Background: an optimization exercise with open tools, aiming at small area and a short achievable clock period. Do not read the settings as production practice. At most, simulation tests tie the RTL to the original design; equivalence was not proved. For runs 1 and 2, only the layout was checked, not whether the RTL still works.

==> flow/design.v <==
module mode_switch_pipe #(
    parameter int WIDTH    = 12,
    parameter int LANES    = 4,
    parameter int Q        = 3329,
    parameter int MULT_LAT = 3
) (
    input  logic                   clk,
    input  logic                   rst_n,
    input  logic                   in_valid,
    output logic                   in_ready,
    input  logic [LANES*WIDTH-1:0] in_data,
    input  logic [LANES*WIDTH-1:0] in_tw,
    input  logic                   bf_valid,
    input  logic [LANES*WIDTH-1:0] bf_data,
    input  logic [LANES*WIDTH-1:0] bf_tw,
    output logic                   fwd_valid,
    output logic [LANES*WIDTH-1:0] fwd_data,
    output logic                   ret_valid,
    output logic [LANES*WIDTH-1:0] ret_data,
    input  logic                   mode_req,
    input  logic                   mode_in,
    output logic                   mode,
    output logic                   mode_ack
);
    localparam int DW = LANES * WIDTH;
    logic [2:0] fwd_vld;
    logic [2:0] ret_vld;
    logic       mode_r;
    logic       mode_c;     
    logic       mode_2;     
    logic       pending;
    logic       pending_mode;
    logic       ack_r;
    logic [DW-1:0]       mul_a0, mul_b0, byp0, byp1, fwd2, ret2, res;
    logic [LANES*24-1:0] prod, prod1;
    wire accept  = in_valid && !pending;
    wire drained = !(|fwd_vld) && !(|ret_vld) && !bf_valid;
    always_ff @(posedge clk or negedge rst_n) begin
        if (!rst_n) begin
            fwd_vld <= '0;
            ret_vld <= '0;
        end else begin
            fwd_vld <= {fwd_vld[1:0], accept};
            ret_vld <= {ret_vld[1:0], bf_valid};
        end
    end
    for (genvar i = 0; i < LANES; i++) begin : g_lane
        msp_mul12 u_mul (.a(mul_a0[i*WIDTH +: WIDTH]), .b(mul_b0[i*WIDTH +: WIDTH]), .p(prod[i*24 +: 24]));
        msp_red   u_red (.p(prod1[i*24 +: 24]), .r(res[i*WIDTH +: WIDTH]));
    end
    always_ff @(posedge clk) begin
        mul_a0 <= mode_c ? bf_data : in_data;
        mul_b0 <= mode_c ? bf_tw   : in_tw;
        byp0   <= mode_c ? in_data : bf_data;
        prod1  <= prod;
        byp1   <= byp0;
        fwd2   <= mode_2 ? byp1 : res;
        ret2   <= mode_2 ? res  : byp1;
    end
    always_ff @(posedge clk or negedge rst_n) begin
        if (!rst_n) begin
            mode_r       <= 1'b0;
            mode_c       <= 1'b0;
            mode_2       <= 1'b0;
            pending      <= 1'b0;
            pending_mode <= 1'b0;
            ack_r        <= 1'b0;
        end else begin
            ack_r  <= 1'b0;
            mode_2 <= mode_c;
            if (!mode_req && pending && drained && (pending_mode != mode_c))
                mode_c <= pending_mode;
            if (mode_req) begin
                pending      <= 1'b1;
                pending_mode <= mode_in;
            end else if (pending && drained) begin
                mode_r  <= pending_mode;
                pending <= 1'b0;
                ack_r   <= 1'b1;
            end
        end
    end
    assign in_ready  = !pending;
    assign fwd_valid = fwd_vld[2];
    assign ret_valid = ret_vld[2];
    assign fwd_data  = fwd2;
    assign ret_data  = ret2;
    assign mode      = mode_r;
    assign mode_ack  = ack_r;
endmodule
module msp_mul12 (input logic [11:0] a, input logic [11:0] b, output logic [23:0] p);
    logic mc_1;
    logic mc_2;
    logic mc_3;
    logic mc_4;
    logic mc_5;
    logic mc_6;
    logic mc_7;
    logic mc_8;
    logic mc_9;
    logic mc_10;
    logic mc_11;
    logic mc_12;
    logic mc_13;
    logic mc_14;
    logic mc_15;
    logic mc_16;
    logic mc_17;
    logic mc_18;
    logic mc_19;
    logic mc_20;
    logic mc_21;
    logic mc_22;
    logic mc_23;
    logic mc_24;
    logic mc_25;
    logic mc_26;
    logic mc_27;
    logic mc_28;
    logic mc_29;
    logic mc_30;
    logic mc_31;
    logic mc_32;
    logic mc_33;
    logic mc_34;
    logic mc_35;
    logic mc_36;
    logic mc_37;
    logic mc_38;
    logic mc_39;
    logic mc_40;
    logic mc_41;
    logic mc_42;
    logic mc_43;
    logic mc_44;
    logic mc_45;
    logic mc_46;
    logic mc_47;
    logic mc_48;
    logic mc_49;
    logic mc_50;
    logic mc_51;
    logic mc_52;
    logic mc_53;
    logic mc_54;
    logic mc_55;
    logic mc_56;
    logic mc_57;
    logic mc_58;
    logic mc_59;
    logic mc_60;
    logic mc_61;
    logic mc_62;
    logic mc_63;
    logic mc_64;
    logic mc_65;
    logic mc_66;
    logic mc_67;
    logic mc_68;
    logic mc_69;
    logic mc_70;
    logic mc_71;
    logic mc_72;
    logic mc_73;
    logic mc_74;
    logic mc_75;
    logic mc_76;
    logic mc_77;
    logic mc_78;
    logic mc_79;
    logic mc_80;
    logic mc_81;
    logic mc_82;
    logic mc_83;
    logic mc_84;
    logic mc_85;
    logic mc_86;
    logic mc_87;
    logic mc_88;
    logic mc_89;
    logic mc_90;
    logic mc_91;
    logic mc_92;
    logic mc_93;
    logic mc_94;
    logic mc_95;
    logic mc_96;
    logic mc_97;
    logic mc_98;
    logic mc_99;
    logic mc_100;
    logic mc_101;
    logic mc_102;
    logic mc_103;
    logic mc_104;
    logic mc_105;
    logic mc_106;
    logic mc_107;
    logic mc_108;
    logic mc_109;
    logic mc_110;
    logic mc_111;
    logic mc_112;
    logic mc_113;
    logic mc_114;
    logic mc_115;
    logic mc_116;
    logic mc_117;
    logic mc_118;
    logic mc_119;
    logic mc_120;
    logic mc_121;
    logic mc_122;
    logic mc_123;
    logic mc_124;
    logic mc_125;
    logic mc_126;
    logic mc_127;
    logic mc_128;
    logic mc_129;
    logic mc_130;
    logic mc_131;
    logic mc_132;
    logic mc_133;
    logic mc_134;
    logic mc_135;
    logic mc_136;
    logic mc_137;
    logic mc_138;
    logic mc_139;
    logic mc_140;
    logic mc_141;
    logic mc_142;
    logic mc_143;
    logic mc_144;
    logic mc_145;
    logic mc_146;
    logic mc_147;
    logic mc_148;
    logic mc_149;
    logic mc_150;
    logic mc_151;
    logic mc_152;
    logic mc_153;
    logic mc_154;
    logic mc_155;
    logic mc_156;
    logic mc_157;
    logic mc_158;
    logic mc_159;
    logic mc_160;
    logic mc_161;
    logic mc_162;
    logic mc_163;
    logic mc_164;
    logic mc_165;
    logic mc_166;
    logic mc_167;
    logic mc_168;
    logic mc_169;
    logic mc_170;
    logic mc_171;
    logic mc_172;
    logic mc_173;
    logic mc_174;
    logic mc_175;
    logic mc_176;
    logic mc_177;
    logic mc_178;
    logic mc_179;
    logic mc_180;
    logic mc_181;
    logic mc_182;
    logic mc_183;
    logic mc_184;
    logic mc_185;
    logic mc_186;
    logic mc_187;
    logic mc_188;
    logic mc_189;
    logic mc_190;
    logic mc_191;
    logic mc_192;
    logic mc_193;
    logic mc_194;
    logic mc_195;
    logic mc_196;
    logic mc_197;
    logic mc_198;
    logic mc_199;
    logic mc_200;
    logic mc_201;
    logic mc_202;
    logic mc_203;
    logic mc_204;
    logic mc_205;
    logic mc_206;
    logic mc_207;
    logic mc_208;
    logic mc_209;
    logic mc_210;
    logic mc_211;
    logic mc_212;
    logic mc_213;
    logic mc_214;
    logic mc_215;
    logic mc_216;
    logic mc_217;
    logic mc_218;
    logic mc_219;
    logic mc_220;
    assign mc_1 = ~(~(a[0] & b[9]) ^ ~(a[1] & b[8]));
    assign mc_2 = ~(a[0] & b[9]) | ~(a[1] & b[8]);
    assign {mc_4, mc_3} = {~(a[0] & b[10])} + {~(a[1] & b[9])} + {~(a[2] & b[8])};
    assign mc_5 = ~(~(a[3] & b[7]) ^ ~(a[4] & b[6]));
    assign mc_6 = ~(a[3] & b[7]) | ~(a[4] & b[6]);
    assign {mc_8, mc_7} = {~(a[0] & b[11])} + {~(a[1] & b[10])} + {~(a[2] & b[9])};
    assign {mc_10, mc_9} = {~(a[3] & b[8])} + {~(a[4] & b[7])} + {~(a[5] & b[6])};
    assign mc_11 = ~(~(a[6] & b[5]) ^ ~(a[7] & b[4]));
    assign mc_12 = ~(a[6] & b[5]) | ~(a[7] & b[4]);
    assign {mc_14, mc_13} = {~(a[1] & b[11])} + {~(a[2] & b[10])} + {~(a[3] & b[9])};
    assign {mc_16, mc_15} = {~(a[4] & b[8])} + {~(a[5] & b[7])} + {~(a[6] & b[6])};
    assign mc_17 = ~(~(a[7] & b[5]) ^ ~(a[8] & b[4]));
    assign mc_18 = ~(a[7] & b[5]) | ~(a[8] & b[4]);
    assign {mc_20, mc_19} = {~(a[2] & b[11])} + {~(a[3] & b[10])} + {~(a[4] & b[9])};
    assign {mc_22, mc_21} = {~(a[5] & b[8])} + {~(a[6] & b[7])} + {~(a[7] & b[6])};
    assign {mc_24, mc_23} = {~(a[3] & b[11])} + {~(a[4] & b[10])} + {~(a[5] & b[9])};
    assign mc_25 = ~(~(a[0] & b[6]) ^ ~(a[1] & b[5]));
    assign mc_26 = ~(a[0] & b[6]) | ~(a[1] & b[5]);
    assign {mc_28, mc_27} = {~(a[0] & b[7])} + {~(a[1] & b[6])} + {~(a[2] & b[5])};
    assign mc_29 = ~(~(a[3] & b[4]) ^ ~(a[4] & b[3]));
    assign mc_30 = ~(a[3] & b[4]) | ~(a[4] & b[3]);
    assign {mc_32, mc_31} = {~(a[0] & b[8])} + {~(a[1] & b[7])} + {~(a[2] & b[6])};
    assign {mc_34, mc_33} = {~(a[3] & b[5])} + {~(a[4] & b[4])} + {~(a[5] & b[3])};
    assign mc_35 = ~(~(a[6] & b[2]) ^ ~(a[7] & b[1]));
    assign mc_36 = ~(a[6] & b[2]) | ~(a[7] & b[1]);
    assign {mc_38, mc_37} = {mc_1} + {~(a[2] & b[7])} + {~(a[3] & b[6])};
    assign {mc_40, mc_39} = {~(a[4] & b[5])} + {~(a[5] & b[4])} + {~(a[6] & b[3])};
    assign {mc_42, mc_41} = {~(a[7] & b[2])} + {~(a[8] & b[1])} + {~(a[9] & b[0])};
    assign {mc_44, mc_43} = {mc_2} + {mc_3} + {mc_5};
    assign {mc_46, mc_45} = {~(a[5] & b[5])} + {~(a[6] & b[4])} + {~(a[7] & b[3])};
    assign {mc_48, mc_47} = {~(a[8] & b[2])} + {~(a[9] & b[1])} + {~(a[10] & b[0])};
    assign {mc_50, mc_49} = {mc_4} + {mc_6} + {mc_7};
    assign {mc_52, mc_51} = {mc_9} + {mc_11} + {~(a[8] & b[3])};
    assign {mc_54, mc_53} = {~(a[9] & b[2])} + {~(a[10] & b[1])} + {~(a[11] & b[0])};
    assign {mc_56, mc_55} = {mc_8} + {mc_10} + {mc_12};
    assign {mc_58, mc_57} = {mc_13} + {mc_15} + {mc_17};
    assign {mc_60, mc_59} = {~(a[9] & b[3])} + {~(a[10] & b[2])} + {~(a[11] & b[1])};
    assign {mc_62, mc_61} = {mc_14} + {mc_16} + {mc_18};
    assign {mc_64, mc_63} = {mc_19} + {mc_21} + {~(a[8] & b[5])};
    assign {mc_66, mc_65} = {~(a[9] & b[4])} + {~(a[10] & b[3])} + {~(a[11] & b[2])};
    assign {mc_68, mc_67} = {mc_20} + {mc_22} + {mc_23};
    assign {mc_70, mc_69} = {~(a[6] & b[8])} + {~(a[7] & b[7])} + {~(a[8] & b[6])};
    assign {mc_72, mc_71} = {~(a[9] & b[5])} + {~(a[10] & b[4])} + {~(a[11] & b[3])};
    assign {mc_74, mc_73} = {mc_24} + {~(a[4] & b[11])} + {~(a[5] & b[10])};
    assign {mc_76, mc_75} = {~(a[6] & b[9])} + {~(a[7] & b[8])} + {~(a[8] & b[7])};
    assign {mc_78, mc_77} = {~(a[9] & b[6])} + {~(a[10] & b[5])} + {~(a[11] & b[4])};
    assign {mc_80, mc_79} = {~(a[5] & b[11])} + {~(a[6] & b[10])} + {~(a[7] & b[9])};
    assign {mc_82, mc_81} = {~(a[8] & b[8])} + {~(a[9] & b[7])} + {~(a[10] & b[6])};
    assign {mc_84, mc_83} = {~(a[6] & b[11])} + {~(a[7] & b[10])} + {~(a[8] & b[9])};
    assign mc_85 = ~(~(a[0] & b[4]) ^ ~(a[1] & b[3]));
    assign mc_86 = ~(a[0] & b[4]) | ~(a[1] & b[3]);
    assign {mc_88, mc_87} = {~(a[0] & b[5])} + {~(a[1] & b[4])} + {~(a[2] & b[3])};
    assign mc_89 = ~(~(a[3] & b[2]) ^ ~(a[4] & b[1]));
    assign mc_90 = ~(a[3] & b[2]) | ~(a[4] & b[1]);
    assign {mc_92, mc_91} = {mc_25} + {~(a[2] & b[4])} + {~(a[3] & b[3])};
    assign {mc_94, mc_93} = {~(a[4] & b[2])} + {~(a[5] & b[1])} + {~(a[6] & b[0])};
    assign {mc_96, mc_95} = {mc_26} + {mc_27} + {mc_29};
    assign {mc_98, mc_97} = {~(a[5] & b[2])} + {~(a[6] & b[1])} + {~(a[7] & b[0])};
    assign {mc_100, mc_99} = {mc_28} + {mc_30} + {mc_31};
    assign {mc_102, mc_101} = {mc_33} + {mc_35} + {~(a[8] & b[0])};
    assign {mc_104, mc_103} = {mc_32} + {mc_34} + {mc_36};
    assign {mc_106, mc_105} = {mc_37} + {mc_39} + {mc_41};
    assign {mc_108, mc_107} = {mc_38} + {mc_40} + {mc_42};
    assign {mc_110, mc_109} = {mc_43} + {mc_45} + {mc_47};
    assign {mc_112, mc_111} = {mc_44} + {mc_46} + {mc_48};
    assign {mc_114, mc_113} = {mc_49} + {mc_51} + {mc_53};
    assign {mc_116, mc_115} = {mc_50} + {mc_52} + {mc_54};
    assign {mc_118, mc_117} = {mc_55} + {mc_57} + {mc_59};
    assign {mc_120, mc_119} = {mc_56} + {mc_58} + {mc_60};
    assign {mc_122, mc_121} = {mc_61} + {mc_63} + {mc_65};
    assign {mc_124, mc_123} = {mc_62} + {mc_64} + {mc_66};
    assign {mc_126, mc_125} = {mc_67} + {mc_69} + {mc_71};
    assign {mc_128, mc_127} = {mc_68} + {mc_70} + {mc_72};
    assign {mc_130, mc_129} = {mc_73} + {mc_75} + {mc_77};
    assign {mc_132, mc_131} = {mc_74} + {mc_76} + {mc_78};
    assign {mc_134, mc_133} = {mc_79} + {mc_81} + {~(a[11] & b[5])};
    assign {mc_136, mc_135} = {mc_80} + {mc_82} + {mc_83};
    assign {mc_138, mc_137} = {~(a[9] & b[8])} + {~(a[10] & b[7])} + {~(a[11] & b[6])};
    assign {mc_140, mc_139} = {mc_84} + {~(a[7] & b[11])} + {~(a[8] & b[10])};
    assign {mc_142, mc_141} = {~(a[9] & b[9])} + {~(a[10] & b[8])} + {~(a[11] & b[7])};
    assign {mc_144, mc_143} = {~(a[8] & b[11])} + {~(a[9] & b[10])} + {~(a[10] & b[9])};
    assign mc_145 = ~(~(a[0] & b[3]) ^ ~(a[1] & b[2]));
    assign mc_146 = ~(a[0] & b[3]) | ~(a[1] & b[2]);
    assign {mc_148, mc_147} = {mc_85} + {~(a[2] & b[2])} + {~(a[3] & b[1])};
    assign {mc_150, mc_149} = {mc_86} + {mc_87} + {mc_89};
    assign {mc_152, mc_151} = {mc_88} + {mc_90} + {mc_91};
    assign {mc_154, mc_153} = {mc_92} + {mc_94} + {mc_95};
    assign {mc_156, mc_155} = {mc_96} + {mc_98} + {mc_99};
    assign {mc_158, mc_157} = {mc_100} + {mc_102} + {mc_103};
    assign {mc_160, mc_159} = {mc_104} + {mc_106} + {mc_107};
    assign {mc_162, mc_161} = {mc_108} + {mc_110} + {mc_111};
    assign {mc_164, mc_163} = {mc_112} + {mc_114} + {mc_115};
    assign {mc_166, mc_165} = {mc_116} + {mc_118} + {mc_119};
    assign {mc_168, mc_167} = {mc_120} + {mc_122} + {mc_123};
    assign {mc_170, mc_169} = {mc_124} + {mc_126} + {mc_127};
    assign {mc_172, mc_171} = {mc_128} + {mc_130} + {mc_131};
    assign {mc_174, mc_173} = {mc_132} + {mc_134} + {mc_135};
    assign {mc_176, mc_175} = {mc_136} + {mc_138} + {mc_139};
    assign {mc_178, mc_177} = {mc_140} + {mc_142} + {mc_143};
    assign {mc_180, mc_179} = {mc_144} + {~(a[9] & b[11])} + {~(a[10] & b[10])};
    assign mc_181 = ~(~(a[0] & b[2]) ^ ~(a[1] & b[1]));
    assign mc_182 = ~(a[0] & b[2]) | ~(a[1] & b[1]);
    assign {mc_184, mc_183} = {mc_145} + {~(a[2] & b[1])} + {~(a[3] & b[0])};
    assign {mc_186, mc_185} = {mc_146} + {mc_147} + {~(a[4] & b[0])};
    assign {mc_188, mc_187} = {mc_148} + {mc_149} + {~(a[5] & b[0])};
    assign {mc_190, mc_189} = {mc_150} + {mc_151} + {mc_93};
    assign {mc_192, mc_191} = {mc_152} + {mc_153} + {mc_97};
    assign {mc_194, mc_193} = {mc_154} + {mc_155} + {mc_101};
    assign {mc_196, mc_195} = {mc_156} + {mc_157} + {mc_105};
    assign {mc_198, mc_197} = {mc_158} + {mc_159} + {mc_109};
    assign {mc_200, mc_199} = {mc_160} + {mc_161} + {mc_113};
    assign {mc_202, mc_201} = {mc_162} + {mc_163} + {mc_117};
    assign {mc_204, mc_203} = {mc_164} + {mc_165} + {mc_121};
    assign {mc_206, mc_205} = {mc_166} + {mc_167} + {mc_125};
    assign {mc_208, mc_207} = {mc_168} + {mc_169} + {mc_129};
    assign {mc_210, mc_209} = {mc_170} + {mc_171} + {mc_133};
    assign {mc_212, mc_211} = {mc_172} + {mc_173} + {mc_137};
    assign {mc_214, mc_213} = {mc_174} + {mc_175} + {mc_141};
    assign {mc_216, mc_215} = {mc_176} + {mc_177} + {~(a[11] & b[8])};
    assign {mc_218, mc_217} = {mc_178} + {mc_179} + {~(a[11] & b[9])};
    assign {mc_220, mc_219} = {mc_180} + {~(a[10] & b[11])} + {~(a[11] & b[10])};
    logic [23:0] na, nb;
    assign na = {1'b1, mc_220, mc_218, mc_216, mc_214, mc_212, mc_210, mc_208, mc_206, mc_204, mc_202, mc_200, mc_198, mc_196, mc_194, mc_192, mc_190, mc_188, mc_186, mc_184, mc_182, mc_181, ~(a[0] & b[1]), ~(a[0] & b[0])};
    assign nb = {1'b1, ~(a[11] & b[11]), mc_219, mc_217, mc_215, mc_213, mc_211, mc_209, mc_207, mc_205, mc_203, mc_201, mc_199, mc_197, mc_195, mc_193, mc_191, mc_189, mc_187, mc_185, mc_183, ~(a[2] & b[0]), ~(a[1] & b[0]), 1'b1};
    assign p = ~(na + nb + 24'd1);
endmodule
module msp_red (input logic [23:0] p, output logic [11:0] r);
    logic rc_1;
    logic rc_2;
    logic rc_3;
    logic rc_4;
    logic rc_5;
    logic rc_6;
    logic rc_7;
    logic rc_8;
    logic rc_9;
    logic rc_10;
    logic rc_11;
    logic rc_12;
    logic rc_13;
    logic rc_14;
    logic rc_15;
    logic rc_16;
    logic rc_17;
    logic rc_18;
    logic rc_19;
    logic rc_20;
    logic rc_21;
    logic rc_22;
    logic rc_23;
    logic rc_24;
    logic rc_25;
    logic rc_26;
    logic rc_27;
    logic rc_28;
    logic rc_29;
    logic rc_30;
    logic rc_31;
    logic rc_32;
    logic rc_33;
    logic rc_34;
    logic rc_35;
    logic rc_36;
    logic rc_37;
    logic rc_38;
    logic rc_39;
    logic rc_40;
    logic rc_41;
    logic rc_42;
    logic rc_43;
    logic rc_44;
    logic rc_45;
    logic rc_46;
    logic rc_47;
    logic rc_48;
    logic rc_49;
    logic rc_50;
    logic rc_51;
    logic rc_52;
    logic rc_53;
    logic rc_54;
    logic rc_55;
    logic rc_56;
    logic rc_57;
    logic rc_58;
    logic rc_59;
    logic rc_60;
    logic rc_61;
    logic rc_62;
    logic rc_63;
    logic rc_64;
    logic rc_65;
    logic rc_66;
    logic rc_67;
    logic rc_68;
    logic rc_69;
    logic rc_70;
    logic rc_71;
    logic rc_72;
    logic rc_73;
    logic rc_74;
    assign {rc_2, rc_1} = {p[0]} + {~p[12]} + {~p[14]};
    assign {rc_4, rc_3} = {p[1]} + {~p[13]} + {~p[15]};
    assign {rc_6, rc_5} = {p[2]} + {~p[14]} + {~p[16]};
    assign {rc_8, rc_7} = {p[20]} + {p[22]};
    assign {rc_10, rc_9} = {p[3]} + {~p[15]} + {~p[17]};
    assign {rc_12, rc_11} = {p[21]} + {p[23]};
    assign {rc_14, rc_13} = {p[4]} + {~p[16]} + {~p[18]};
    assign {rc_16, rc_15} = {p[5]} + {~p[17]};
    assign {rc_18, rc_17} = {p[8]} + {~p[12]};
    assign {rc_20, rc_19} = {p[9]} + {~p[13]} + {~p[15]};
    assign {rc_22, rc_21} = {p[10]} + {p[12]} + {~p[16]};
    assign {rc_24, rc_23} = {p[11]} + {p[13]};
    assign {rc_26, rc_25} = {rc_1} + {p[18]};
    assign {rc_28, rc_27} = {rc_2} + {rc_3} + {p[19]};
    assign {rc_30, rc_29} = {rc_4} + {rc_5} + {rc_7};
    assign {rc_32, rc_31} = {rc_6} + {rc_8} + {rc_9};
    assign {rc_34, rc_33} = {rc_10} + {rc_12} + {rc_13};
    assign {rc_36, rc_35} = {rc_14} + {rc_15} + {~p[19]};
    assign {rc_38, rc_37} = {rc_16} + {p[6]} + {~p[18]};
    assign {rc_40, rc_39} = {p[7]} + {~p[19]};
    assign {rc_42, rc_41} = {rc_17} + {~p[14]} + {p[18]};
    assign {rc_44, rc_43} = {rc_18} + {rc_19} + {p[19]};
    assign {rc_46, rc_45} = {rc_20} + {rc_21} + {~p[18]};
    assign {rc_48, rc_47} = {rc_22} + {rc_23} + {~p[17]};
    assign {rc_50, rc_49} = {rc_25} + {p[20]};
    assign {rc_52, rc_51} = {rc_26} + {rc_27} + {p[21]};
    assign {rc_54, rc_53} = {rc_28} + {rc_29} + {1'b1};
    assign {rc_56, rc_55} = {rc_30} + {rc_31} + {rc_11};
    assign {rc_58, rc_57} = {rc_32} + {rc_33} + {p[22]};
    assign {rc_60, rc_59} = {rc_34} + {rc_35} + {p[23]};
    assign {rc_62, rc_61} = {rc_36} + {rc_37} + {~p[20]};
    assign {rc_64, rc_63} = {rc_38} + {rc_39} + {~p[21]};
    assign {rc_66, rc_65} = {rc_40} + {rc_41} + {~p[22]};
    assign {rc_68, rc_67} = {rc_42} + {rc_43} + {~p[23]};
    assign {rc_70, rc_69} = {rc_44} + {rc_45} + {1'b1};
    assign {rc_72, rc_71} = {rc_46} + {rc_47} + {~p[19]};
    assign {rc_74, rc_73} = {rc_48} + {rc_24};
    logic [13:0] ra, rb;
    logic [3:0]  t;
    logic [12:0] c0, r0;
    logic [13:0] c1, r1;
    assign ra = {rc_74, rc_72, rc_70, rc_68, rc_66, rc_64, rc_62, rc_60, rc_58, rc_56, rc_54, rc_52, rc_50, rc_49};
    assign rb = {1'b0, rc_73, rc_71, rc_69, rc_67, rc_65, rc_63, rc_61, rc_59, rc_57, rc_55, rc_53, rc_51, 1'b1};
    assign t  = ra[13:10] + rb[13:10];
    always_comb begin
        case (t)
            4'd0: begin c0 = 13'd0; c1 = 14'd13055; end
            4'd1: begin c0 = 13'd0; c1 = 14'd13055; end
            4'd2: begin c0 = 13'd0; c1 = 14'd13055; end
            4'd3: begin c0 = 13'd0; c1 = 14'd13055; end
            4'd4: begin c0 = 13'd0; c1 = 14'd13055; end
            4'd5: begin c0 = 13'd4863; c1 = 14'd9726; end
            4'd6: begin c0 = 13'd4863; c1 = 14'd9726; end
            4'd7: begin c0 = 13'd4863; c1 = 14'd9726; end
            4'd8: begin c0 = 13'd1534; c1 = 14'd6397; end
            4'd9: begin c0 = 13'd1534; c1 = 14'd6397; end
            4'd10: begin c0 = 13'd1534; c1 = 14'd6397; end
            4'd11: begin c0 = 13'd1534; c1 = 14'd6397; end
            4'd12: begin c0 = 13'd6397; c1 = 14'd3068; end
            4'd13: begin c0 = 13'd6397; c1 = 14'd3068; end
            4'd14: begin c0 = 13'd6397; c1 = 14'd3068; end
            4'd15: begin c0 = 13'd6397; c1 = 14'd3068; end
            default: begin c0 = 13'd0; c1 = 14'd0; end
        endcase
    end
    assign r0 = ra[12:0] + rb[12:0] + c0;
    assign r1 = ra + rb + c1;
    assign r  = r1[13] ? r0[11:0] : r1[11:0];
endmodule
==> flow/flow/run.sh <==
#!/bin/bash
# Standard ORFS layout (the standard.sh, standard synthesis) with small port buffers, and
# setup repair aimed well below the 25 ns clock so the resizer works on the real critical paths.
set -euo pipefail
export BUFFER_PORTS_ARGS="-buffer_cell sky130_fd_sc_hd__buf_1"
export SETUP_SLACK_MARGIN=19.5
bash standard.sh > flow_standard.log 2>&1
==> flow/standard.sh <==
#!/bin/bash
# synth_recipe.tcl (not shown) runs the flow's synth.tcl, then flattens the netlist and writes it again
# the make line also repeats each setting of config.mk as NAME=value (left out here)
make -C /OpenROAD-flow-scripts/flow DESIGN_CONFIG=/design/flow/config.mk WORK_HOME=/design/flow/orfs CLKGATE_MAP_FILE= SYNTH_SCRIPT=/design/flow/synth_recipe.tcl "${@:-finish}"
==> flow/config.mk <==
export PLATFORM = sky130hd
export DESIGN_NAME = mode_switch_pipe
export DESIGN_NICKNAME = mode_switch_pipe
export VERILOG_FILES = /design/flow/design.v
export SDC_FILE = /design/flow/constraint.sdc
export NUM_CORES = 4
export LEC_CHECK = 0
export CAP_MARGIN = 20
export CORE_MARGIN = 2
export CORE_UTILIZATION = 65
export SLEW_MARGIN = 20
==> flow/constraint.sdc <==
create_clock -name core_clock -period 25.0 [get_ports {clk}]
set_input_delay 5.0000 -clock core_clock [delete_from_list [all_inputs] [get_ports {clk}]]
set_output_delay 5.0000 -clock core_clock [all_outputs]
set_load 0.01 [all_outputs]
==> results.py, run 1 <==
metrics = {
    "floorplan": {
        "core-area_sq_um": 59000,
        "die-area_sq_um": 61700,
        "initial_core_util_pct": 65.7,
        "dieHeight_um": 248,
        "num_rows": 89,
        "io_pins": 299,
        "die_w_um": 248,
    },
    "synthesis": {
        "synth.distinct_cells": 71,
        "synthArstFlopShare_pct": 3.03,
        "syn_area_sq_um": 38800,
        "yosysWarnings": 2,
        "synth_top_area_share_pct": 29.1,
        "syn_avg_cell_area_sq_um": 9.90,
        "seq_area_frac_synth_pct": 20.6,
        "syn-num-nets": 5004,
        "synth_top_cell_by_area": "fa_1",
        "synth_edf_count": 0,
        "synth_seq_cells": 396,
        "syn_inst": 3919,
        "ys.flop_type": "dfxtp_1",
        "synthTopCellsByArea": "fa_1 (29%), dfxtp_1 (20%), ha_1 (10%), and2_1 (8.6%), inv_1 (6.4%)",
    },
    "sta": {
        "slew_headroom_pct": 43.6,
        "tns_ns": 0,
        "fmax_ghz": 0.160,
        "clock_skew_ns": 0.0180,
        "grt_setup_unrepaired": "yes",
        "worst_pin_slew_ns": 0.846,
        "period_share_pct": 25.0,
        "fin_crit_ns": 6.24,
        "finalSetupViolCount": 0,
        "report.final.slew_viol_count": 0,
        "hold_violations": 0,
        "setup_slack_ns": 18.76,
    },
    "placement": {
        "portBuffers": 298,
        "post-place-ws_ns": 18.59,
        "place.gp.congestion": 0.920,
        "hpwlAfterDp_mm": 72.1,
        "placedCellCount": 4856,
    },
    "grt": {
        "grt_max_degree": 61,
        "grt_use_met1_pct": 42.2,
        "overflow": 0,
        "grt_pass1_wl_mm": 149,
        "grt_use_met2_pct": 50.0,
        "track_usage_pct": 30.8,
        "first_global_vias": 28800,
        "use_met3_pct": 5.94,
        "grt_antenna_before_repair": 2,
        "top_usage_layer": "met2",
    },
    "worst_setup_path": {
        "r2r_end": "ret2[46]$_DFF_P_",
        "r2r_start": "prod1[84]$_DFF_P_",
        "arrival_ns": 1.24,
        "slowest_stage": "dfrtp_1",
        "cp_num_buf_inv": 2,
        "r2r_slack_ns": 19.28,
        "path_cells": "inv_4 > buf_6",
        "r2r_cells": 22,
        "path_max_fanout": 2,
        "crit_path_end_kind": "primary output",
        "cp-start-kind": "flip-flop",
        "crit_family": "flip-flops",
        "path_class": "reg2out",
        "worstPathRequired_ns": 20.00,
        "crit_path_max_incr_delay_ns": 0.41,
    },
    "hold_path": {
        "hp-class": "reg2reg",
        "worstHoldStart": "byp0[19]$_DFF_P_",
        "whs_endpoint": "byp1[19]$_DFF_P_",
        "min_path_cells": 0,
    },
    "job": {
        "cap_violations": 0,
    },
    "route": {
        "drcViolationCount": 0,
        "num_vias": 27800,
        "detail_route.iter0.violations": 1294,
        "wl_per_cell_um": 18.8,
        "dr.pass1.iters": 6,
        "routed_via_density": 5.52,
        "routed_wl_mm": 94.8,
        "detail-route-antenna-nets": 0,
    },
    "status": {
        "status": "finished clean",
    },
    "clock_network": {
        "clk_latency_ns": 0.59,
        "cts_tree": "yes",
        "cts.sinks": 396,
        "hold_buffers": 0,
        "htreeDepth": 2,
        "cts_buffers": 45,
        "clk_pin_slew_ns": 0.07,
        "cts.path.max_buffers": 3,
        "cts-root-buf": "clkbuf_16",
    },
    "cells_and_area": {
        "instances_no_fill": 5040,
        "syn_to_final_growth_pct": 16.3,
        "nets": 5317,
        "drive_gt1_share_pct": 19.3,
        "n_antenna_cell": 0,
    },
}
-- kinds of logic (layout without fill, tap and decap cells) --
group | Yosys count | after routing | synth area share, %
adders and majority gates | 887 | 887 | 39.5
AOI/OAI and AO/OA | 449 | 449 | 7.45
muxes | 252 | 252 | 7.04
xor gates and xnor gates | 167 | 167 | 3.77
and+or+nand+nor | 968 | 968 | 13.9
buffers and inverters | 800 | 1148 | 7.79
DFF | 396 | 396 | 20.6
-- per-stage QoR --
stage,area (sq um),utilization [%],hold WS (ns)
after floorplan,39000,-,0.310
after global placement,40600,68.8,0.310
after detailed placement,40600,68.8,0.312
after CTS,43800,74.3,0.323
after global routing,45100,76.5,0.329
final,45100,76.5,0.323
-- timing repair --
action                     in CTS  in global routing
pin swaps                      71                102
setup buffers                  65                 37
setup endpoints to repair     198                212
resized for setup             387                240
-- worst max-delay path by stage --
stage                               to  depth (start not counted)  slack (ns)                 from
global placement      ret2[31]$_DFF_P_                         21       18.82    prod1[57]$_DFF_P_
detailed placement    fwd2[27]$_DFF_P_                         20       18.59    prod1[63]$_DFF_P_
CTS                               mode                          1       18.72   mode_r$_DFFE_PN0P_
floorplan           mode_c$_DFFE_PN0P_                          5       19.20             bf_valid
global route                  in_ready                          2       18.69  pending$_DFFE_PN0P_
finish                        in_ready                          2       18.76  pending$_DFFE_PN0P_
-- final cells by class --
cell class,count,area (sq um)
multi-input combinational,2723,29300
fill,4094,13900
sequential,396,8170
timing repair buffer,405,2680
inverter,661,2480
clock buffer,56,1240
tap,773,967
clock inverter,26,283
-- synthesized netlist by cell type, drive strengths merged (13+ instances only) --
cell type / instances
a211oi: 22
a21oi: 158
and2: 536
mux2i: 86
dfxtp: 384
mux2: 166
nor2b: 20
nand2: 138
nand2b: 25
xnor2: 100
nor2: 116
o21ai: 74
o21bai: 22
fa: 563
ha: 324
or3: 13
nor3: 41
clkbuf: 135
xor2: 67
o21a: 37
inv: 661
a21o: 42
nand3: 27
-- layer usage --
metal	wire length, um	part of all wire (%)
met1	41000	43
met2	44600	47
met3	6470	6.8
met4	2480	2.6
met5	184	0.19
-- cell usage in the layout, fill, tap and decap left out, types with 22 or more instances in the layout --
cell | synthesis | layout
dfxtp_2 | 0 | 106
nor2_1 | 116 | 108
inv_2 | 0 | 25
nand2_1 | 138 | 128
xor2_1 | 67 | 62
clkbuf_16 | 0 | 47
nand2b_1 | 25 | 22
nor3_1 | 41 | 39
fa_1 | 563 | 539
a21oi_2 | 0 | 29
fa_2 | 0 | 24
a21o_1 | 42 | 42
and2_1 | 536 | 536
a21oi_1 | 158 | 117
o21a_1 | 37 | 37
mux2_2 | 165 | 156
xnor2_1 | 100 | 92
inv_1 | 661 | 635
buf_6 | 1 | 99
buf_1 | 0 | 196
o21ai_0 | 70 | 68
mux2i_4 | 0 | 31
mux2i_1 | 86 | 41
ha_1 | 324 | 302
dfxtp_1 | 384 | 267
nand3_1 | 27 | 22
buf_4 | 3 | 92
-- state kept, by name (all words and copies together), names as in the netlist --
register	count
mul_a0	48
fwd2	48
ret_vld	3
mode_2	1
byp1	48
prod1	96
pending	1
fwd_vld	3
mul_b0	48
pending_mode	1
ret2	48
mode_r	1
mode_c	1
ack_r	1
byp0	48
==> inputs of run 2 (changes only) <==
--- a/flow/config.mk
+++ b/flow/config.mk
@@ -8,4 +8,5 @@
 export CAP_MARGIN = 20
 export CORE_MARGIN = 2
 export CORE_UTILIZATION = 65
+export CTS_BUF_LIST = sky130_fd_sc_hd__clkbuf_8
 export SLEW_MARGIN = 20
==> run 2 against run 1 <==
Via count up 0.38%; largest cell class unchanged; critical endpoint is now mode; critical path type unchanged; clock skew up 0.015 ns; still clean on timing, DRC and antenna; design area up 0.30%.
==> results.py, run 2 <==
metrics = {
    "sta": {
        "grt_setup_unrepaired": "yes",
        "tns_ns": 0,
        "finalSetupViolCount": 0,
        "fmax_ghz": 0.158,
        "slew_headroom_pct": 43.5,
        "report.final.slew_viol_count": 0,
        "hold_ws_ns": 0.322,
        "setup_slack_ns": 18.67,
        "worst_pin_slew_ns": 0.847,
        "hold_violations": 0,
        "period_share_pct": 25.3,
        "clock_skew_ns": 0.0327,
        "fin_crit_ns": 6.33,
    },
    "cells_and_area": {
        "fillers": 4080,
        "stdcell_area_sq_um": 45300,
        "nets": 5347,
        "largest_register": "prod1",
        "drive_gt1_share_pct": 20.2,
        "n_antenna_cell": 0,
        "seq_area_sq_um": 8160,
        "syn_to_final_growth_pct": 16.7,
        "layout_commonest_cell": "inv_1",
        "largest_reg_flops": 96,
        "final_cell_mix": "inv_1 (652), fa_1 (537), and2_1 (535), ha_1 (299), dfxtp_1 (268)",
        "multi_input_area_sq_um": 29400,
    },
    "synthesis": {
        "synthTopCellsByCount": "inv_1 (661), fa_1 (563), and2_1 (536)",
        "syn-num-nets": 5004,
        "syn_area_sq_um": 38800,
        "yosysWarnings": 2,
        "ys.flop_type": "dfxtp_1",
        "synth_edf_count": 0,
        "synthTopCellsByArea": "fa_1 (29%), dfxtp_1 (20%), ha_1 (10%), and2_1 (8.6%), inv_1 (6.4%)",
        "synth_top_area_share_pct": 29.1,
        "synth_top_cell_by_area": "fa_1",
        "seq_area_frac_synth_pct": 20.6,
        "yosysMostFrequentCell": "inv_1",
        "syn_avg_cell_area_sq_um": 9.90,
        "synth_seq_cells": 396,
        "syn_inst": 3919,
        "synthArstFlopShare_pct": 3.03,
        "synth.distinct_cells": 71,
    },
    "route": {
        "wl_per_cell_um": 18.5,
        "routed_via_density": 5.49,
        "detail-route-antenna-nets": 0,
        "dr.pass1.iters": 5,
        "num_vias": 27900,
        "detail_route.iter0.violations": 1266,
        "drcViolationCount": 0,
        "routed_wl_mm": 94.3,
    },
    "grt": {
        "grt_max_degree": 61,
        "overflow": 0,
        "grt_antenna_before_repair": 4,
        "first_global_vias": 29100,
        "grt_pass1_wl_mm": 150,
        "track_usage_pct": 31.0,
    },
    "worst_setup_path": {
        "cp_num_buf_inv": 1,
        "r2r_slack_ns": 19.26,
        "r2r_end": "fwd2[39]$_DFF_P_",
        "path_cells": "buf_6",
        "crit_path_max_incr_delay_ns": 0.50,
        "crit_path_end_kind": "primary output",
        "worstPathRequired_ns": 20.00,
        "r2r_start": "prod1[82]$_DFF_P_",
        "crit_family": "flip-flops",
        "path_class": "reg2out",
        "arrival_ns": 1.33,
        "cp-start-kind": "flip-flop",
        "slowest_stage": "dfrtp_2",
        "r2r_cells": 22,
        "path_max_fanout": 2,
    },
    "placement": {
        "hpwlAfterDp_mm": 72.1,
        "portBuffers": 298,
        "post-place-ws_ns": 18.59,
        "place.gp.congestion": 0.920,
        "placed_area_sq_um": 40600,
    },
    "hold_path": {
        "worstHoldStart": "byp0[24]$_DFF_P_",
        "whs_endpoint": "byp1[24]$_DFF_P_",
        "min_path_cells": 0,
        "hp-class": "reg2reg",
    },
    "clock_network": {
        "htreeDepth": 3,
        "cts.sinks": 396,
        "cts-root-buf": "clkbuf_8",
        "cts_buffers": 72,
        "clk_latency_ns": 0.68,
        "hold_buffers": 0,
        "cts_tree": "yes",
        "clk_pin_slew_ns": 0.06,
        "cts.path.max_buffers": 3,
    },
    "floorplan": {
        "die-area_sq_um": 61700,
        "core-area_sq_um": 59000,
        "io_pins": 299,
        "die_w_um": 248,
        "initial_core_util_pct": 65.7,
        "num_rows": 89,
        "dieHeight_um": 248,
    },
    "job": {
        "cap_violations": 0,
    },
    "status": {
        "status": "finished clean",
    },
}
-- run 2: cell count changes in the layout (fill, tap and decap cells not counted), sizes merged --
cell      previous run  this run
clkbuf              58        86
inv                669       682
buf                403       407
clkinvlp             4         8
bufinv               4         7
clkinv              10         8
-- run 2: logic make-up after synthesis --
logic type	share of synthesized area, %
compound gates	7.45
xor+xnor	3.77
fa+ha+maj	39.5
buf+inv	7.79
flops	20.6
mux	7.04
simple gates	13.9
-- run 2: per-stage QoR --
| step | cells | utilization [%] |
|---|---|---|
| after floorplan | 3919 | - |
| after global placement | 4856 | 68.8 |
| after detailed placement | 4856 | 68.8 |
| after CTS | 5053 | 74.5 |
| after global routing | 5090 | 76.7 |
| final | 5090 | 76.7 |
-- run 2: area by class of cell --
class / instances / share of cell area [%]
Timing Repair Buffer: 408 / 5.91
Inverter: 661 / 5.49
Clock inverter: 44 / 0.929
Clock buffer: 85 / 2.58
Multi-Input combinational cell: 2723 / 64.9
Sequential cell: 396 / 18.0
Tap cell: 773 / 2.14
-- run 2: how the worst max path moves through the flow --
stage,start,end,cells past startpoint
after floorplan,bf_valid,mode_c$_DFFE_PN0P_,5
after global placement,prod1[57]$_DFF_P_,ret2[31]$_DFF_P_,21
after detailed placement,prod1[63]$_DFF_P_,fwd2[27]$_DFF_P_,20
after CTS,mode_r$_DFFE_PN0P_,mode,1
after global routing,pending$_DFFE_PN0P_,in_ready,2
final,mode_r$_DFFE_PN0P_,mode,1
-- run 2: metal layers --
| metal | track usage, % | vias up | share of wire, % |
|---|---|---|---|
| met5 | 0 | - | 0.012 |
| met4 | 7.88 | 2 | 2.2 |
| met3 | 5.46 | 144 | 6.5 |
| met2 | 50.8 | 820 | 48 |
| met1 | 42.8 | 13900 | 44 |
| li1 | - | 13100 | - |
-- run 2: repair_timing --
item | in CTS | in global routing
resized for setup | 397 | 241
gates cloned | 0 | 0
endpoints found under the setup margin | 199 | 208
buffers inserted | 68 | 37
pin swaps | 74 | 110
==> inputs of run 3 (changes only) <==
--- a/flow/design.v
+++ b/flow/design.v
@@ -30,6 +30,7 @@
     logic       mode_2;     
     logic       pending;
     logic       pending_mode;
+    logic       ready_r;    
     logic       ack_r;
     logic [DW-1:0]       mul_a0, mul_b0, byp0, byp1, fwd2, ret2, res;
     logic [LANES*24-1:0] prod, prod1;
@@ -63,6 +64,7 @@
             mode_c       <= 1'b0;
             mode_2       <= 1'b0;
             pending      <= 1'b0;
+            ready_r      <= 1'b1;
             pending_mode <= 1'b0;
             ack_r        <= 1'b0;
         end else begin
@@ -72,15 +74,17 @@
                 mode_c <= pending_mode;
             if (mode_req) begin
                 pending      <= 1'b1;
+                ready_r      <= 1'b0;
                 pending_mode <= mode_in;
             end else if (pending && drained) begin
                 mode_r  <= pending_mode;
                 pending <= 1'b0;
+                ready_r <= 1'b1;
                 ack_r   <= 1'b1;
             end
         end
     end
-    assign in_ready  = !pending;
+    assign in_ready  = ready_r;
     assign fwd_valid = fwd_vld[2];
     assign ret_valid = ret_vld[2];
     assign fwd_data  = fwd2;
--- a/flow/flow/run.sh
+++ b/flow/flow/run.sh
@@ -3,5 +3,5 @@
 # setup repair aimed well below the 25 ns clock so the resizer works on the real critical paths.
 set -euo pipefail
 export BUFFER_PORTS_ARGS="-buffer_cell sky130_fd_sc_hd__buf_1"
-export SETUP_SLACK_MARGIN=19.5
+export SETUP_SLACK_MARGIN=18.3
 bash standard.sh > flow_standard.log 2>&1
--- a/flow/config.mk
+++ b/flow/config.mk
@@ -8,5 +8,4 @@
 export CAP_MARGIN = 20
 export CORE_MARGIN = 2
 export CORE_UTILIZATION = 65
-export CTS_BUF_LIST = sky130_fd_sc_hd__clkbuf_8
 export SLEW_MARGIN = 20
==> run 3 against run 2 <==
Non-clock buffer count is 103 lower; highest routed layer is now met4; die area is 1.7% lower; critical path depth is 22 higher; synthesized area is 1.7% lower; core utilization is 5.1 points lower; largest cell class unchanged.
==> results.py, run 3 <==
metrics = {
    "cells_and_area": {
        "syn_to_final_growth_pct": 8.60,
        "nets": 5128,
        "drive_gt1_share_pct": 6.99,
        "largest_register": "prod1",
        "fillers": 4540,
        "final_cell_mix": "inv_1 (622), fa_1 (563), and2_1 (541), dfxtp_1 (384), ha_1 (324)",
        "n_antenna_cell": 0,
        "multi_input_area_sq_um": 27300,
        "largest_reg_flops": 96,
        "seq_area_sq_um": 8020,
        "layout_commonest_cell": "inv_1",
    },
    "sta": {
        "report.final.slew_viol_count": 0,
        "setup_slack_ns": 18.56,
        "period_share_pct": 25.8,
        "hold_ws_ns": 0.325,
        "slew_headroom_pct": 44.4,
        "grt_setup_unrepaired": "no",
        "fmax_ghz": 0.155,
        "clock_skew_ns": 0.0141,
        "tns_ns": 0,
        "fin_crit_ns": 6.44,
        "finalSetupViolCount": 0,
        "hold_violations": 0,
        "worst_pin_slew_ns": 0.833,
    },
    "placement": {
        "hpwlAfterDp_mm": 70.8,
        "portBuffers": 298,
        "place.gp.congestion": 0.933,
        "post-place-ws_ns": 18.15,
    },
    "worst_setup_path": {
        "r2r_cells": 23,
        "r2r_slack_ns": 18.56,
        "cp-start-kind": "flip-flop",
        "r2r_start": "prod1[36]$_DFF_P_",
        "r2r_end": "ret2[17]$_DFF_P_",
        "path_class": "reg2reg",
        "path_max_fanout": 12,
        "arrival_ns": 6.86,
        "setup.worst_path.end": "ret2[17]$_DFF_P_",
        "worstPathRequired_ns": 25.42,
        "crit_path_end_kind": "flip-flop",
        "critPathLaunch": "prod1[36]$_DFF_P_",
    },
    "synthesis": {
        "synth_seq_cells": 397,
        "yosysWarnings": 2,
        "synth_edf_count": 0,
        "synthTopCellsByCount": "inv_1 (622), fa_1 (563), and2_1 (541)",
        "synth_top_area_share_pct": 29.6,
        "syn-num-nets": 4914,
        "syn_avg_cell_area_sq_um": 9.96,
        "synthArstFlopShare_pct": 3.27,
        "yosysMostFrequentCell": "inv_1",
        "synth_top_cell_by_area": "fa_1",
        "synthTopCellsByArea": "fa_1 (30%), dfxtp_1 (20%), ha_1 (11%), and2_1 (8.9%), inv_1 (6.1%)",
        "seq_area_frac_synth_pct": 21.0,
        "ys.flop_type": "dfxtp_1",
        "syn_area_sq_um": 38100,
        "synth.distinct_cells": 74,
        "syn_inst": 3829,
    },
    "floorplan": {
        "die-area_sq_um": 60600,
        "core-area_sq_um": 57800,
        "io_pins": 299,
        "num_rows": 88,
        "die_w_um": 246,
        "initial_core_util_pct": 66.0,
        "dieHeight_um": 246,
    },
    "route": {
        "routed_via_density": 5.38,
        "routed_wl_mm": 87.6,
        "wl_per_cell_um": 18.1,
        "detail-route-antenna-nets": 0,
        "drcViolationCount": 0,
        "num_vias": 26100,
        "detail_route.iter0.violations": 1366,
        "dr.pass1.iters": 7,
    },
    "clock_network": {
        "cts-root-buf": "clkbuf_16",
        "clk_latency_ns": 0.59,
        "cts_setup_buffers": 0,
        "htreeDepth": 2,
        "hold_buffers": 0,
        "clk_pin_slew_ns": 0.06,
        "cts_buffers": 46,
        "cts.path.max_buffers": 3,
        "cts_tree": "yes",
        "cts.sinks": 397,
    },
    "hold_path": {
        "worstHoldStart": "byp0[32]$_DFF_P_",
        "hp-class": "reg2reg",
    },
    "job": {
        "cap_violations": 0,
    },
    "grt": {
        "overflow": 0,
        "track_usage_pct": 30.5,
        "grt_max_degree": 76,
        "grt_pass1_wl_mm": 145,
        "first_global_vias": 27900,
        "grt_antenna_before_repair": 1,
    },
    "status": {
        "status": "finished clean",
    },
}
[run 3: cell types whose count changed after synthesis, sizes merged, moves of 13 or more]
cell and change:
mux2i -43, nor2 +40, inv -33, a21oi +24, nand2 -19, a211oi -16, o21a -16, xor2 +14
nand3 -13, o21ai -13
[run 3: worst min-delay path by stage]
stage | cells past startpoint | slack [ns] | to
after CTS | 0 | 0.33 | byp1[45]$_DFF_P_
after floorplan | 0 | 0.31 | byp1[0]$_DFF_P_
after global routing | 0 | 0.33 | byp1[45]$_DFF_P_
after detailed placement | 0 | 0.31 | byp1[13]$_DFF_P_
final | 0 | 0.33 | byp1[32]$_DFF_P_
after global placement | 0 | 0.31 | byp1[46]$_DFF_P_
[run 3: timing repair]
action / in CTS / in global routing
endpoints found under the setup margin: 39 / 72
endpoints found under the hold margin: 0 / 0
resized for setup: 2 / 13
[run 3: stage by stage]
stage	utilization [%]	cell area (sq um)	cells
2_1_floorplan	-	38100	3829
3_3_place_gp	68.7	39700	4760
3_5_place_dp	68.7	39700	4760
4_1_cts	71.5	41300	4844
5_1_grt	71.6	41400	4844
6_report	71.6	41400	4844
[run 3: area by class of cell]
cell class / instances / share of cell area (%)
Clock inverter: 24 / 0.616
Timing Repair Buffer: 305 / 2.83
Clock buffer: 60 / 3.21
Multi-Input combinational cell: 2665 / 66.0
Inverter: 628 / 5.70
Sequential cell: 397 / 19.4
Tap cell: 765 / 2.31
[run 3: worst max-delay path, stage by stage, from the launching register on]
cell and delay (ns):
dfxtp_1 0.34, inv_1 0.08, fa_1 0.48, fa_1 0.41
fa_1 0.64, inv_1 0.09, ha_1 0.27, a21o_1 0.17
a21oi_1 0.35, xnor2_2 0.31, nor2_4 0.19, a21oi_1 0.25
ha_1 0.19, inv_1 0.04, ha_1 0.20, fa_1 0.41
a21oi_1 0.15, o21bai_1 0.12, a21oi_1 0.18, o21ai_1 0.12
o41ai_2 0.46, xnor2_4 0.32, mux2i_1 0.37, a21oi_1 0.12
[run 3: kinds of logic after synthesis]
| group | after synthesis | share of synthesized area, % |
|---|---|---|
| AND/OR/NAND/NOR | 963 | 13.9 |
| adder cells (fa/ha/maj) | 888 | 40.2 |
| XOR/XNOR | 183 | 4.24 |
| flip-flops | 397 | 21.0 |
| multiplexers | 207 | 5.97 |
| AO/OA/AOI/OAI | 424 | 7.02 |
| buffers and inverters | 767 | 7.59 |
[run 3: layer usage]
| metal | part of all wire (%) | wire length, um | up-vias | GRT usage, % |
|---|---|---|---|---|
| met5 | 0 | 0 | - | 0 |
| met4 | 2.1 | 1870 | 0 | 7.66 |
| met3 | 5.9 | 5190 | 112 | 4.92 |
| met2 | 47 | 41600 | 596 | 50.6 |
| met1 | 45 | 39000 | 12900 | 41.9 |
| li1 | - | - | 12500 | - |
==> inputs of run 4 (changes only) <==
--- a/flow/flow/run.sh
+++ b/flow/flow/run.sh
@@ -3,5 +3,5 @@
 # setup repair aimed well below the 25 ns clock so the resizer works on the real critical paths.
 set -euo pipefail
 export BUFFER_PORTS_ARGS="-buffer_cell sky130_fd_sc_hd__buf_1"
-export SETUP_SLACK_MARGIN=18.3
+export SETUP_SLACK_MARGIN=18.8
 bash standard.sh > flow_standard.log 2>&1
--- a/flow/config.mk
+++ b/flow/config.mk
@@ -8,4 +8,6 @@
 export CAP_MARGIN = 20
 export CORE_MARGIN = 2
 export CORE_UTILIZATION = 65
+export CTS_CLUSTER_DIAMETER = 200
+export CTS_CLUSTER_SIZE = 30
 export SLEW_MARGIN = 20
==> run 4 against run 3 <==
Via count grew 0.20%; worst hold slack lost 0.0061 ns; critical endpoint is now in_ready; cell count shrank 0.52%; highest routed layer unchanged; non-clock buffer count grew 36; critical path type is now reg2out; synthesized cell count is the same; maximum frequency grew 4.1%; clock-buffer cell count shrank 40; global-route usage shrank 0.70 points; clock skew grew 0.031 ns; first-iteration DRC count shrank 17%; die area is the same.
==> results.py, run 4 <==
metrics = {
    "synthesis": {
        "synthTopCellsByCount": "inv_1 (622), fa_1 (563), and2_1 (541)",
        "synth_seq_cells": 397,
        "synth_top_cell_by_area": "fa_1",
        "synth_edf_count": 0,
        "synthTopCellsByArea": "fa_1 (30%), dfxtp_1 (20%), ha_1 (11%), and2_1 (8.9%), inv_1 (6.1%)",
        "synthArstFlopShare_pct": 3.27,
        "yosysMostFrequentCell": "inv_1",
        "syn_inst": 3829,
        "yosysWarnings": 2,
        "syn-num-nets": 4914,
        "seq_area_frac_synth_pct": 21.0,
        "syn_avg_cell_area_sq_um": 9.96,
        "synth_top_area_share_pct": 29.6,
        "synth.distinct_cells": 74,
        "syn_area_sq_um": 38100,
        "ys.flop_type": "dfxtp_1",
    },
    "clock_network": {
        "cts_tree": "yes",
        "clk_pin_slew_ns": 0.12,
        "cts.path.max_buffers": 3,
        "cts.sinks": 397,
        "cts-root-buf": "clkbuf_16",
        "clk_latency_ns": 0.56,
        "htreeDepth": 1,
        "hold_buffers": 0,
        "cts_buffers": 17,
    },
    "sta": {
        "finalSetupViolCount": 0,
        "period_share_pct": 24.8,
        "fmax_ghz": 0.162,
        "worst_pin_slew_ns": 0.837,
        "clock_skew_ns": 0.0452,
        "hold_violations": 0,
        "fin_crit_ns": 6.19,
        "grt_setup_unrepaired": "yes",
        "slew_headroom_pct": 44.2,
        "hold_ws_ns": 0.319,
        "tns_ns": 0,
        "report.final.slew_viol_count": 0,
    },
    "worst_setup_path": {
        "cp-start-kind": "flip-flop",
        "path_max_fanout": 2,
        "r2r_start": "prod1[36]$_DFF_P_",
        "cp_num_buf_inv": 1,
        "worstPathRequired_ns": 20.00,
        "crit_path_end_kind": "primary output",
        "r2r_slack_ns": 18.98,
        "slowest_stage": "dfstp_2",
        "path_cells": "buf_6",
        "crit_family": "flip-flops",
        "r2r_end": "ret2[21]$_DFF_P_",
        "r2r_cells": 23,
        "arrival_ns": 1.19,
        "path_class": "reg2out",
        "crit_path_max_incr_delay_ns": 0.56,
    },
    "grt": {
        "grt_pass1_wl_mm": 143,
        "grt_antenna_before_repair": 1,
        "overflow": 0,
        "grt_max_degree": 76,
        "first_global_vias": 27600,
        "track_usage_pct": 29.8,
    },
    "job": {
        "cap_violations": 0,
    },
    "cells_and_area": {
        "largest_register": "prod1",
        "stdcell_area_sq_um": 41000,
        "n_antenna_cell": 0,
        "nets": 5137,
        "final_cell_mix": "inv_1 (618), fa_1 (554), and2_1 (541), dfxtp_1 (377), ha_1 (323)",
        "syn_to_final_growth_pct": 7.48,
        "fillers": 4567,
        "layout_commonest_cell": "inv_1",
        "post-route-util_pct": 70.9,
        "drive_gt1_share_pct": 8.21,
        "largest_reg_flops": 96,
    },
    "floorplan": {
        "dieHeight_um": 246,
        "core-area_sq_um": 57800,
        "num_rows": 88,
        "die-area_sq_um": 60600,
        "die_w_um": 246,
        "io_pins": 299,
        "initial_core_util_pct": 66.0,
    },
    "route": {
        "detail-route-antenna-nets": 0,
        "routed_wl_mm": 87.0,
        "drcViolationCount": 0,
        "routed_via_density": 5.42,
        "num_vias": 26100,
        "dr.pass1.iters": 7,
        "detail_route.iter0.violations": 1132,
        "wl_per_cell_um": 18.1,
    },
    "placement": {
        "portBuffers": 298,
        "hpwlAfterDp_mm": 70.8,
        "place.gp.congestion": 0.933,
        "placed_area_sq_um": 39700,
    },
    "hold_path": {
        "min_path_cells": 0,
        "worstHoldStart": "byp0[9]$_DFF_P_",
        "whs_endpoint": "byp1[9]$_DFF_P_",
        "hp-class": "reg2reg",
    },
    "status": {
        "status": "finished clean",
    },
}
## run 4: layout make-up
cell class | instances | area, sq um | area share [%]
Sequential cell | 397 | 8030 | 19.6
Tap cell | 765 | 957 | 2.34
Multi-Input combinational cell | 2667 | 27700 | 67.5
Inverter | 628 | 2360 | 5.75
Clock inverter | 1 | 30.0 | 0.0733
Clock buffer | 20 | 437 | 1.07
Timing Repair Buffer | 341 | 1510 | 3.68
## run 4: cells by family after synthesis
logic type                 count (synthesis)  share of synthesized area (%)
DFF                                      397                           21.0
xor gates and xnor gates                 183                           4.24
buffers and inverters                    767                           7.59
and+or+nand+nor                          963                           13.9
muxes                                    207                           5.97
adders and majority gates                888                           40.2
AOI/OAI and AO/OA                        424                           7.02
## run 4: timing repair
| action | in CTS | in global routing |
|---|---|---|
| pin swaps | 1 | 25 |
| gates cloned | 0 | 5 |
| buffers inserted | 2 | 31 |
| gates resized for setup | 25 | 86 |
| setup endpoints to repair | 102 | 105 |
## run 4: routing by layer
metal  up-vias  GRT usage, %  share of wire, %
li1      12500             -                 -
met1     13000          41.3                45
met2       579          49.7                47
met3       111          4.62               5.7
met4         0          6.63               2.0
met5         -             0                 0
## run 4: worst max path at each step
stage | startpoint | end | cells after the start
2_1_floorplan | prod1[36]$_DFF_P_ | fwd2[20]$_DFF_P_ | 24
3_3_place_gp | prod1[36]$_DFF_P_ | ret2[21]$_DFF_P_ | 23
3_5_place_dp | prod1[36]$_DFF_P_ | ret2[21]$_DFF_P_ | 23
4_1_cts | ready_r$_DFFE_PN1P_ | in_ready | 1
5_1_grt | prod1[60]$_DFF_P_ | fwd2[33]$_DFF_P_ | 23
6_report | ready_r$_DFFE_PN1P_ | in_ready | 1
## run 4: stage by stage
step                      instances  setup WS, ns
after floorplan                3829         19.03
after global placement         4760         18.36
after detailed placement       4760         18.15
after CTS                      4783         18.79
after global routing           4819         18.73
final                          4819         18.81
==> inputs of run 5 (changes only) <==
--- a/flow/config.mk
+++ b/flow/config.mk
@@ -8,6 +8,4 @@
 export CAP_MARGIN = 20
 export CORE_MARGIN = 2
 export CORE_UTILIZATION = 65
-export CTS_CLUSTER_DIAMETER = 200
-export CTS_CLUSTER_SIZE = 30
 export SLEW_MARGIN = 20
==> run 5 against run 4 <==
Core utilization grew 1.9 points; clock-buffer cell count up 40; still clean; sequential cell count stayed put; critical endpoint unchanged; critical path depth did not move; maximum frequency decreased by 0.51%.
==> results.py, run 5 <==
metrics = {
    "cells_and_area": {
        "multi_input_area_sq_um": 27700,
        "stdcell_area_sq_um": 42100,
        "seq_area_sq_um": 8030,
        "n_antenna_cell": 0,
        "instances_no_fill": 4880,
        "largest_reg_flops": 96,
        "fillers": 4422,
        "final_cell_mix": "inv_1 (618), fa_1 (554), and2_1 (541), dfxtp_1 (379), ha_1 (323)",
        "syn_to_final_growth_pct": 10.4,
        "drive_gt1_share_pct": 9.50,
        "largest_register": "prod1",
        "layout_commonest_cell": "inv_1",
        "nets": 5164,
    },
    "placement": {
        "placed_area_sq_um": 39700,
        "portBuffers": 298,
        "placedCellCount": 4760,
        "hpwlAfterDp_mm": 70.8,
        "place.gp.congestion": 0.933,
        "post-place-ws_ns": 18.15,
    },
    "clock_network": {
        "clk_latency_ns": 0.59,
        "cts_buffers": 46,
        "hold_buffers": 0,
        "clk_pin_slew_ns": 0.06,
        "cts_tree": "yes",
        "cts-root-buf": "clkbuf_16",
        "cts.sinks": 397,
        "htreeDepth": 2,
        "cts.path.max_buffers": 3,
    },
    "synthesis": {
        "yosysWarnings": 2,
        "synthTopCellsByArea": "fa_1 (30%), dfxtp_1 (20%), ha_1 (11%), and2_1 (8.9%), inv_1 (6.1%)",
        "seq_area_frac_synth_pct": 21.0,
        "syn_avg_cell_area_sq_um": 9.96,
        "syn_area_sq_um": 38100,
        "syn_inst": 3829,
        "synth_top_cell_by_area": "fa_1",
        "syn-num-nets": 4914,
        "synth_seq_cells": 397,
        "synthTopCellsByCount": "inv_1 (622), fa_1 (563), and2_1 (541)",
        "synthArstFlopShare_pct": 3.27,
        "synth_edf_count": 0,
        "yosysMostFrequentCell": "inv_1",
        "ys.flop_type": "dfxtp_1",
        "synth_top_area_share_pct": 29.6,
        "synth.distinct_cells": 74,
    },
    "grt": {
        "first_global_vias": 28000,
        "track_usage_pct": 30.6,
        "overflow": 0,
        "grt_pass1_wl_mm": 146,
        "grt_max_degree": 76,
        "grt_antenna_before_repair": 1,
    },
    "sta": {
        "finalSetupViolCount": 0,
        "period_share_pct": 24.9,
        "slew_headroom_pct": 42.3,
        "grt_setup_unrepaired": "yes",
        "setup_slack_ns": 18.78,
        "worst_pin_slew_ns": 0.865,
        "report.final.slew_viol_count": 0,
        "hold_violations": 0,
        "tns_ns": 0,
        "fin_crit_ns": 6.22,
        "clock_skew_ns": 0.0165,
        "fmax_ghz": 0.161,
    },
    "route": {
        "detail_route.iter0.violations": 1237,
        "detail-route-antenna-nets": 0,
        "routed_via_density": 5.40,
        "drcViolationCount": 0,
        "routed_wl_mm": 89.2,
        "dr.pass1.iters": 5,
        "num_vias": 26300,
        "wl_per_cell_um": 18.3,
    },
    "worst_setup_path": {
        "slowest_stage": "dfstp_2",
        "path_max_fanout": 2,
        "arrival_ns": 1.22,
        "worstPathRequired_ns": 20.00,
        "path_class": "reg2out",
        "cp-start-kind": "flip-flop",
        "crit_path_end_kind": "primary output",
        "crit_family": "flip-flops",
        "path_cells": "buf_6",
        "cp_num_buf_inv": 1,
        "crit_path_max_incr_delay_ns": 0.54,
    },
    "status": {
        "status": "finished clean",
    },
    "floorplan": {
        "num_rows": 88,
        "die-area_sq_um": 60600,
        "dieHeight_um": 246,
        "die_w_um": 246,
        "initial_core_util_pct": 66.0,
        "io_pins": 299,
        "core-area_sq_um": 57800,
    },
    "job": {
        "cap_violations": 0,
    },
    "hold_path": {
        "hp-class": "reg2reg",
    },
}
==> run 5: cell counts after synthesis <==
No cell type changed its count.
==> run 5: cell type report <==
type	instances	area share, %
clock buffer	60	3.15
multi-input combinational	2666	65.7
tap	765	2.27
timing repair buffer	340	3.58
clock inverter	24	0.606
sequential	397	19.1
inverter	628	5.60
==> run 5: cell families (layout without fill, tap and decap cells) <==
family	count (synthesis)	after routing	share of synthesized area (%)
adders and majority gates	888	888	40.2
buffers and inverters	767	1052	7.59
AOI/OAI and AO/OA	424	424	7.02
and+or+nand+nor	963	963	13.9
muxes	207	207	5.97
DFF	397	397	21.0
xor gates and xnor gates	183	184	4.24
==> run 5: final timing paths <==
kind                       slack (ns)           startpoint  cells after the start                  endpoint
hold / removal                   0.33     byp0[32]$_DFF_P_                      0          byp1[32]$_DFF_P_
hold reg to reg                  0.33     byp0[32]$_DFF_P_                      0          byp1[32]$_DFF_P_
setup / recovery                18.78  ready_r$_DFFE_PN1P_                      1                  in_ready
min in group asynchronous        4.43                rst_n                      1  pending_mode$_DFFE_PN0P_
setup reg to reg                18.94    prod1[36]$_DFF_P_                     24          ret2[21]$_DFF_P_
max in group asynchronous       20.07                rst_n                      1          mode_2$_DFF_PN0_
==> run 5: repair_timing <==
action,in CTS,in global routing
pin swaps,1,25
cloned,0,4
setup endpoints to repair,105,103
resized for setup,28,81
setup buffers,2,30
==> run 5: metal layers <==
metal | vias to the layer above | routed length [um] | global-route usage (%)
met2 | 640 | 42500 | 50.8
li1 | 12600 | - | -
met3 | 128 | 5310 | 4.96
met4 | 0 | 2130 | 7.90
met5 | - | 0 | 0
met1 | 13000 | 39300 | 41.9
==> run 5: per-stage QoR <==
step	utilization (%)	hold WS, ns
final	72.8	0.325
after global routing	72.8	0.326
after CTS	71.7	0.326
after detailed placement	68.7	0.312
after global placement	68.7	0.311
after floorplan	-	0.310

[afterwards: timing with drivers on the ports]
The flow's constraints put no driver on any port. The routed layouts listed below were extracted and timed again, unchanged, in two steps.
Step 1, drivers: a clkbuf_16 drives clk and a buf_2 each remaining input, both assumed.
Step 2 moves the port delays by t, midway between the first and last clock arrival at a register: inputs arrive t later, outputs are due t later. That takes back most of the time a late clock gives input paths.
Three values: ideal ports, drivers, drivers and shift; two values: the first two.
| run | t, ns | setup slack, ns | hold WS [ns] | worst slew at a driven data input, ns |
|---|---|---|---|---|
| run 1 | 0.647 | 18.762 / 18.695 / 18.940 | 0.323 / 0.323 / 0.323 | 0.06 |
| run 2 | 0.723 | 18.670 / 18.607 / 18.908 | 0.322 / 0.322 / 0.322 | 0.07 |
| run 3 | 0.643 | 18.556 / 18.556 / 18.556 | 0.325 / 0.325 / 0.325 | 0.06 |
| run 4 | 0.609 | 18.812 / 18.747 / 18.978 | 0.319 / 0.319 / 0.319 | 0.06 |
| run 5 | 0.644 | 18.780 / 18.715 / 18.939 | 0.325 / 0.325 / 0.325 | 0.06 |
After both steps setup and hold are still met in every run listed.
